Source: an optimization exercise on an open RTL-to-GDS flow (aim: small area, a short achievable clock period and few clock cycles). Production flows keep margins and buffers that such runs may drop.
For this run, only the layout was checked, not whether the RTL still works.
Power is estimated from default activity; no workload was simulated.

==> flow/flow/run.sh <==
#!/bin/bash
# Layout flow: the standard ORFS flow with two changes.
# - Synthesis leaves adders to abc (no ADDER_MAP_FILE): the design's only arithmetic is a
#   bound check written as a carry tree and two counters, which abc maps faster than the
#   full-adder cells. Registers are mapped exactly as in the standard synthesis.
# - The port buffers that placement inserts are plain sky130_fd_sc_hd__buf_1 cells (ORFS
#   otherwise picks a delay buffer).
# Every ORFS step keeps its own log under orfs/logs/; make's output goes to standard.log.
set -euo pipefail
cd "$(dirname "$0")/.."
export ADDER_MAP_FILE=
export BUFFER_PORTS_ARGS="-buffer_cell sky130_fd_sc_hd__buf_1"
bash standard.sh > standard.log 2>&1
==> flow/standard.sh <==
#!/bin/bash
# synth_recipe.tcl (not shown) runs the flow's synth.tcl, then flattens the netlist and writes it again
# the make line also repeats each setting of config.mk as NAME=value (left out here)
make -C /OpenROAD-flow-scripts/flow DESIGN_CONFIG=/design/flow/config.mk WORK_HOME=/design/flow/orfs CLKGATE_MAP_FILE= SYNTH_SCRIPT=/design/flow/synth_recipe.tcl "${@:-finish}"
==> flow/config.mk <==
export PLATFORM = sky130hd
export DESIGN_NAME = tcp_timestamp_option_finder
export DESIGN_NICKNAME = tcp_timestamp_option_finder
export VERILOG_FILES = /design/flow/design.v
export SDC_FILE = /design/flow/constraint.sdc
export NUM_CORES = 4
export LEC_CHECK = 0
export CAP_MARGIN = 20
export CORE_MARGIN = 2
export CORE_UTILIZATION = 55
export CTS_BUF_LIST = sky130_fd_sc_hd__clkbuf_8
export PLACE_DENSITY = 0.72
export SETUP_SLACK_MARGIN = 3.75
export SLEW_MARGIN = 20
==> flow/constraint.sdc <==
create_clock -name core_clock -period 6.0 [get_ports {clk}]
set_input_delay 1.2000 -clock core_clock [delete_from_list [all_inputs] [get_ports {clk}]]
set_output_delay 1.2000 -clock core_clock [all_outputs]
set_load 0.01 [all_outputs]
==> flow/design.v <==
`timescale 1ns / 1ps
package tsf_pkg;
  localparam logic [15:0] HEADER_BYTES  = 16'd20;
  localparam logic [7:0]  TS_KIND       = 8'd8;
  localparam int          MIN_REMAIN    = 10;
  localparam logic [3:0]  TS_LAST_INDEX = 4'd9;
  localparam logic [3:0]  TS_VALUE_END  = 4'd5;
  localparam logic [15:0] POS_MAX       = 16'hFFFF;
  localparam logic [16:0] KIND_GAP = 17'(1 + MIN_REMAIN);
  localparam logic [16:0] LEN_GAP  = 17'(MIN_REMAIN - 1);
  localparam int QUEUE_DEPTH = 4;
  localparam int QUEUE_AW    = $clog2(QUEUE_DEPTH);
  typedef enum logic [1:0] {
    PH_WAIT,
    PH_LEN,
    PH_CAPTURE
  } phase_t;
  typedef enum logic [1:0] {
    OUT_NONE,
    OUT_MISS,
    OUT_HIT
  } outcome_t;
  typedef struct packed {
    logic [7:0]  data;
    logic        first;
    logic        last;
    logic [15:0] total_length;
    logic [15:0] pos;
    logic [16:0] pos_len;
    logic        kind_fail;
  } beat_t;
  typedef struct packed {
    logic        found;
    logic [7:0]  option_kind;
    logic [7:0]  option_length;
    logic [31:0] ts_value;
    logic [31:0] ts_echo;
  } result_t;
endpackage
`timescale 1ns / 1ps
module tsf_len_rows
(
  input  logic [15:0] a,
  input  logic [7:0]  d,
  input  logic [15:0] l,
  output logic        k15,
  output logic        ghi,
  output logic        phi,
  output logic        loa,
  output logic        lob
);
  always_comb begin
    logic [15:0] xs;
    logic [15:0] s;
    logic [15:0] k;
    logic [15:0] b;
    logic [15:0] g;
    logic [15:0] pr;
    logic [6:0]  g1, p1;
    logic [3:0]  g2, p2;
    logic [1:0]  g3, p3;
    logic [2:0]  xa, xb;
    logic [2:0]  sa, sb, ka, kb, ba, bb;
    xs = {8'd0, d};
    s  = a ^ xs ^ ~l;
    k  = (a & xs) | (a & ~l) | (xs & ~l);
    b  = {k[14:0], 1'b0};
    g  = s & b;
    pr = s | b;
    for (int m = 0; m < 6; m++) begin
      g1[m] = g[2*m + 4] | (pr[2*m + 4] & g[2*m + 3]);
      p1[m] = pr[2*m + 4] & pr[2*m + 3];
    end
    g1[6] = g[15];
    p1[6] = pr[15];
    for (int m = 0; m < 3; m++) begin
      g2[m] = g1[2*m + 1] | (p1[2*m + 1] & g1[2*m]);
      p2[m] = p1[2*m + 1] & p1[2*m];
    end
    g2[3] = g1[6];
    p2[3] = p1[6];
    for (int m = 0; m < 2; m++) begin
      g3[m] = g2[2*m + 1] | (p2[2*m + 1] & g2[2*m]);
      p3[m] = p2[2*m + 1] & p2[2*m];
    end
    k15 = k[15];
    ghi = g3[1] | (p3[1] & g3[0]);
    phi = p3[1] & p3[0];
    xa  = d[2:0];
    xb  = {d[2], 2'b10};
    sa  = a[2:0] ^ xa ^ ~l[2:0];
    sb  = a[2:0] ^ xb ^ ~l[2:0];
    ka  = (a[2:0] & xa) | (a[2:0] & ~l[2:0]) | (xa & ~l[2:0]);
    kb  = (a[2:0] & xb) | (a[2:0] & ~l[2:0]) | (xb & ~l[2:0]);
    ba  = {ka[1:0], 1'b0};
    bb  = {kb[1:0], 1'b0};
    loa = (sa[2] & ba[2]) | ((sa[2] | ba[2]) & ((sa[1] & ba[1]) | ((sa[1] | ba[1]) & sa[0] & ba[0])));
    lob = (sb[2] & bb[2]) | ((sb[2] | bb[2]) & ((sb[1] & bb[1]) | ((sb[1] | bb[1]) & sb[0] & bb[0])));
  end
endmodule
module tsf_pos_next
(
  input  logic        take,
  input  logic        first,
  input  logic [15:0] pos9,
  input  logic        pos_ovf,
  input  logic [16:0] inc,
  output logic [15:0] pos9_n,
  output logic        pos_ovf_n
);
  assign pos9_n    = !take ? pos9    : first ? 16'd10 : inc[15:0];
  assign pos_ovf_n = !take ? pos_ovf : !first && (pos_ovf || inc[16]);
endmodule
`timescale 1ns / 1ps
module tcp_timestamp_option_finder
(
  input  logic        clk,
  input  logic        rst,
  input  logic        in_valid,
  output logic        in_ready,
  input  logic [7:0]  data_byte,
  input  logic        first_byte,
  input  logic        last_byte,
  input  logic [15:0] total_length,
  output logic        out_valid,
  input  logic        out_ready,
  output logic        found,
  output logic [7:0]  option_kind,
  output logic [7:0]  option_length,
  output logic [31:0] ts_value,
  output logic [31:0] ts_echo
);
  logic        fv;
  logic [7:0]  fd;
  logic        ff;
  logic        fl;
  logic        fk;
  logic        fphi;
  logic        floa;
  logic        flob;
  logic [15:0] pos9;       
  logic        pos_ovf;    
  logic [7:0]  cnt;
  logic        czero;      
  logic        st_len;     
  logic        st_cap;     
  logic        st_done;    
  logic [71:0] res;        
  logic        take;
  logic        ffaild, ffail2;
  logic [16:0] p_inc;
  logic        len_k15, len_ghi, len_phi, len_loa, len_lob;
  logic [15:0] pos9_n;
  logic        pos_ovf_n;
  logic        go;
  logic        harmless;
  logic        e_len, e_cap, e_done, e_wait, e_czero;
  logic        d_le1, d_is8, d_is0;
  logic [7:0]  c;
  logic [7:0]  fx;
  logic        at_start;
  logic        hit, miss, settle;
  logic        len_n, cap_n, done_n, czero_n;
  logic [7:0]  cnt_n;
  logic        res_shift, res_hold;
  logic        fv_n, out_valid_n, settled0, ready_take;
  logic        pend;       
  logic        pend_n;
  assign take   = in_valid && in_ready;
  tsf_len_rows u_len_rows (
    .a   (pos9),
    .d   (data_byte),
    .l   (total_length),
    .k15 (len_k15),
    .ghi (len_ghi),
    .phi (len_phi),
    .loa (len_loa),
    .lob (len_lob)
  );
  assign ffaild = fk || (fphi && floa);
  assign ffail2 = fk || (fphi && flob);
  tsf_pos_next u_pos_next (
    .take      (take),
    .first     (first_byte),
    .pos9      (pos9),
    .pos_ovf   (pos_ovf),
    .inc       (p_inc),
    .pos9_n    (pos9_n),
    .pos_ovf_n (pos_ovf_n)
  );
  assign p_inc  = {1'b0, pos9} + 17'd1;
  assign harmless = (st_done && !ff) || (ff && !fl);
  assign go       = fv && (!pend || harmless);
  assign e_len   = !ff && st_len;
  assign e_cap   = !ff && st_cap;
  assign e_done  = !ff && st_done;
  assign e_wait  = ff || !(st_len || st_cap || st_done);
  assign e_czero = !ff && czero;
  assign c       = ff ? 8'd20 : cnt;
  assign d_le1   = fd[7:1] == 7'd0;
  assign d_is8   = fd == 8'd8;
  assign d_is0   = fd == 8'd0;
  assign fx      = {fd[7:2], fd[1] | d_le1, fd[0] && !d_le1};
  assign at_start = e_wait && e_czero;
  always_comb begin
    hit     = e_cap && e_czero;
    miss    = (at_start && d_le1 && ffail2) ||
              (e_len && (d_is0 || (d_le1 ? ffail2 : ffaild)));
    len_n   = at_start && !d_le1 && !d_is8;
    cap_n   = (at_start && d_is8) || (e_cap && !e_czero);
    if (e_len)                  cnt_n = fx - 8'd2;
    else if (at_start && d_is8) cnt_n = 8'd8;
    else if (at_start)          cnt_n = 8'd0;
    else                        cnt_n = c - 8'd1;
    if (e_len)                  czero_n = fd[7:2] == 6'd0 && !(fd[1] && fd[0]);   
    else if (at_start)          czero_n = !d_is8;
    else                        czero_n = !ff && cnt == 8'd1;
    if (!e_done && !hit && fl) miss = 1'b1;
  end
  assign settle = (hit || miss) && !e_done;
  assign done_n = e_done || settle;
  assign res_shift = fv && !pend && e_cap && (!fl || czero);
  assign res_hold  = !(fv && !pend);
  assign fv_n        = take || (fv && !go);
  assign out_valid_n = (go && settle) || (out_valid && !out_ready);
  assign pend_n      = (go && settle) || (pend && !out_ready);
  assign settled0    = st_done && !(go && ff);
  assign ready_take  = (!(pend && !out_ready) || (settled0 && !first_byte) ||
                        (first_byte && !last_byte)) && !(first_byte && last_byte);
  always_ff @(posedge clk) begin
    if (rst) begin
      fv        <= 1'b0;
      in_ready  <= 1'b1;
      pos9      <= 16'd9;
      pos_ovf   <= 1'b0;
      cnt       <= 8'd20;
      czero     <= 1'b0;
      st_len    <= 1'b0;
      st_cap    <= 1'b0;
      st_done   <= 1'b0;
      out_valid <= 1'b0;
      pend      <= 1'b0;
    end else begin
      fv        <= fv_n;
      in_ready  <= take ? ready_take : (!(fv && !go) || out_ready);
      out_valid <= out_valid_n;
      pend      <= pend_n;
      pos9      <= pos9_n;
      pos_ovf   <= pos_ovf_n;
      if (go) begin
        cnt     <= cnt_n;
        czero   <= czero_n;
        st_len  <= len_n && !done_n;
        st_cap  <= cap_n && !done_n;
        st_done <= done_n;
      end
    end
  end
  always_ff @(posedge clk) begin
    if (take) begin
      fd    <= data_byte;
      ff    <= first_byte;
      fl    <= last_byte;
      fk    <= pos_ovf || len_k15 || len_ghi;
      fphi  <= len_phi;
      floa  <= len_loa;
      flob  <= len_lob;
    end
    res <= ({72{res_shift}} & {res[63:0], fd}) | ({72{res_hold}} & res);
    found <= (!res_hold && hit) || (res_hold && found);
  end
  assign option_kind   = {4'd0, found, 3'd0};
  assign option_length = res[71:64];
  assign ts_value      = res[63:32];
  assign ts_echo       = res[31:0];
endmodule
==> run summary <==
[sequential cells by signal (all words and copies together), names as in the netlist, named ones only]
| name | count |
|---|---|
| flob | 1 |
| pos9 | 16 |
| st_done | 1 |
| fphi | 1 |
| pos_ovf | 1 |
| floa | 1 |
| st_cap | 1 |
| in_ready | 1 |
| pend | 1 |
| fk | 1 |
| cnt | 8 |
| czero | 1 |
| fd | 8 |
| res | 72 |
| fv | 1 |
| st_len | 1 |
| out_valid | 1 |
| fl | 1 |
| ff | 1 |
[worst max path at each step]
stage | to | slack (ps) | depth (start not counted)
finish | fk | 3620 | 7
global route | fk | 3550 | 7
CTS | fk | 3680 | 8
detailed placement | pos9[15] | 3040 | 8
global placement | pos9[15] | 3130 | 8
floorplan | pos9[15] | 3330 | 8
[cell families after synthesis]
kind of cell	after synthesis
compound gates	160
xor+xnor	33
fa+ha+maj	9
buf+inv	59
flops	120
mux	1
other cells	1
simple gates	124
[area by class of cell]
type                    instances  area share
flip-flops and latches        120      0.4133
inverters                      23     0.01455
well taps                     111     0.02243
clock inverters                15     0.02648
repair buffers                125     0.09074
clock buffers                  17     0.03779
multi-input cells             334      0.3947
[where the power goes]
part	internal, mW	total, mW	switching, mW	leakage, nW
Combinational	0.0507	0.130	0.0797	1.15
Sequential	0.827	0.841	0.0142	0.997
Clock	0.379	0.730	0.351	0.202
Total	1.26	1.70	0.445	2.35
[routing by layer]
metal / track usage / vias to the layer above / part of all wire
met4: 0.09589 / 0 / 0.014
met1: 0.3033 / 2038 / 0.44
met5: 0 / - / 0
li1: - / 2084 / -
met3: 0.05850 / 15 / 0.051
met2: 0.3975 / 124 / 0.50
[what timing repair did]
item                       in CTS  in global routing
setup buffers                  13                  5
pin swaps                      14                  8
setup endpoints to repair      17                 94
resized for setup              21                 21
[placed cells by master, fill, tap and decap left out, types with 4 or more instances in the layout]
cell      count
dfxtp_2       5
clkbuf_8     17
xor2_1        9
conb_1        7
inv_6         6
dfxtp_1     100
a21o_1        6
nand2b_1      7
o21ai_0      12
buf_4        19
xnor2_1      20
edfxtp_1     15
nand2_1      25
nand3_1       8
nor2b_1       7
nor2_1       33
inv_1        23
a22o_1       73
a21oi_1      26
a22oi_1       4
maj3_2        5
maj3_1        4
or3_1         5
nor3_1       11
a211o_1       4
buf_1        99
[per-stage QoR]
| step | hold slack (ps) | cells | area [sq um] | total power, mW | util |
|---|---|---|---|---|---|
| 2_1_floorplan | 425.9 | 513 | 5144 | 0.9433 | - |
| 3_3_place_gp | 450.9 | 695 | 5495 | 0.9668 | 0.6033 |
| 6_report | 480.0 | 745 | 6191 | 1.702 | 0.6797 |
| 5_1_grt | 506.3 | 745 | 6191 | 1.771 | 0.6797 |
| 4_1_cts | 478.3 | 740 | 6065 | 1.706 | 0.6658 |
| 3_5_place_dp | 466.3 | 695 | 5495 | 0.9698 | 0.6033 |
[critical path, cell delays in order]
cell      delay, ps
buf_1           160
maj3_2          260
a221oi_2         70
or3_1           360
a32o_1          210
o31ai_1         190
nand3_1          90
==> summary.md <==
| Metric | Value |
|---|---|
| Status | complete, no violations |
| Layout Area Growth over Synthesis | 21.48% |
| Worst hold start | out_valid |
| Reg2reg setup slack | approximately 3800 ps |
| WS Path Type | input port to register |
| Max_cap viols | 0 |
| Worst Clk Skew | about 11 ps |
| Reg clk slew, reported paths | 80 ps |
| Final Wtd Congestion | ~0.86 |
| Simple-Gate Fraction of Synth Area | 0.1242 |
| Nets@finish | 651 |
| Seq/Total Area, Yosys | 0.5009 |
| # rows | 35 |
| Cts bufs inserted | 17 |
| ANT cells | 0 |
| CTS tree | built |
| Yosys reg bits | 120 |
| CP Capture Type | register |
| Worst Hold Depth | 2 |
| Worst r2r src | fd[5] |
| Final setup margin | 3621 ps |
| DIE HEIGHT | 100.3 um |
| Primary FF master, synth | dfxtp_1 |
| Post-synth EDFFs | 15 |
| DRC Markers | 0 |
| IO buf count | 105 |
| First-pass GRT wire length | between 15000 and 20000 um |
| Area share of fa/ha/maj cells after synthesis | 0.01768 |
| H-tree level count | 4 |
| Register area | 2559 sq um |
| Critical path startpoint category | input port |
| Share of layout cells above drive strength 1 | 0.1593 |
| Initial antenna violation count | 0 |
| Mapped Area | just over 5000 sq um |
| Clock sinks | 120 |
| Post-synthesis compound-gate area fraction | 0.2409 |
| Hold WC Path Type | register to register |
| Post-route ant nets | 0 |
| Multi-input gate area | 2444 sq um |
| Slew @ Worst Pin | 748.8 ps |
| IR drop worst, VDD | 0.1641 mV |
| GRT overflow | 0 |
| Vias per cell | between 5 and 6 |
| Drt wl/cell | 16.06 um |
| Via count | 4261 |
| Most numerous cell in the Yosys netlist | dfxtp_1 |
| Synth top area share | 0.4125 |
| Vias in the first global route | 3962 |
| Leak pwr | 2.346 nW |
| Most frequent cells after synthesis | dfxtp_1, a22o_1, nor2_1, a21oi_1, nand2_1 |
| Synth unique cells | 61 |
| Main combinational cell family by area after synthesis | compound AO/OA/AOI/OAI gates |
| Final Hold Vio Count | 0 |
| HPWL after DPL | 7798 um |
| Post-synthesis xor/xnor area fraction | 0.05671 |
| Starting density of the core | 0.5595 |
| Die width | 100.3 um |
| Final setup viols | 0 |
| Initial DRT Pass Iterations | 4 |
| Fraction of registers with async set or reset after synthesis | 0 |
| Pwr Density | 274.9 nW/um^2 |
| Crit path DAT | approximately 2500 ps |
| Tmin final | 2379 ps |
| Start point of the critical path | total_length[6] |
| TNS Setup | 0 ps |
| Pins over their slew limit | 0 |
| Drt first-iter violations | roughly 180 |
| FILL cells | roughly 730 |
| DIE AREA | 10050 sq um |
| Global Route Usage Sum | 0.2405 |
| Worst-Skew Late Latency | approximately 410 ps |
| Post-Route WL | 11970 um |
| Worst Path Max Fanout | 3 |
| Mux share of post-synthesis cell area | 0.001964 |
| Cell type with the largest total area after synthesis | dfxtp_1 |
| Yosys warnings | 2 |
| Clock Tree Root | clkbuf_8 |
| RSZ-0062 raised after global routing | true |
| Clk buf depth | 2 |
| Num ports | 113 |
| Syn Inst Count | 507 |
| Post-place setup slack | 3044 ps |
| Area contributors post-synth | dfxtp_1, a22o_1, edfxtp_1, xnor2_1, a21oi_1 |
| FF-to-FF path depth | 7 |
| Hold buffers post-CTS | 0 |
| Hold endpoint | out_valid |
| Total core area | 9109 sq um |
| Fmax | 420.4 MHz |
| CP required | 6160 ps |
| Part of the cycle the worst path needs | 0.3964 |
| Reg-to-reg endpoint | cnt[3] |
| Pin count of the biggest net entering global routing | 75 |
| Avg Inst Size Synth | 10.05 sq um |
| Slew headroom | 0.5008 |

==> afterwards: timing with drivers on the ports <==
In the flow no input, the clock included, has a driving cell. The finished layout below was timed again as built, in two steps.
Step 1, drivers: a clkbuf_16 drives clk and a buf_2 each remaining input, both assumed.
Step 2 adds t to the input delays and takes it off the output delays; t is the mean of the earliest and latest rising clock arrival at the registers after step 1. Input paths then give back, and output paths get back, about the clock's delay inside the block.
a / b / c = ideal / step 1 / step 2; a / b = the first two.
t (ns): 0.444
setup WS [ns]: 3.621 / 3.625 / 3.182
worst setup path after step 2: input to register
After both steps this run still meets setup and hold. The setup slack of this run moves by +0.004 ns with the drivers and by -0.439 ns with both steps.
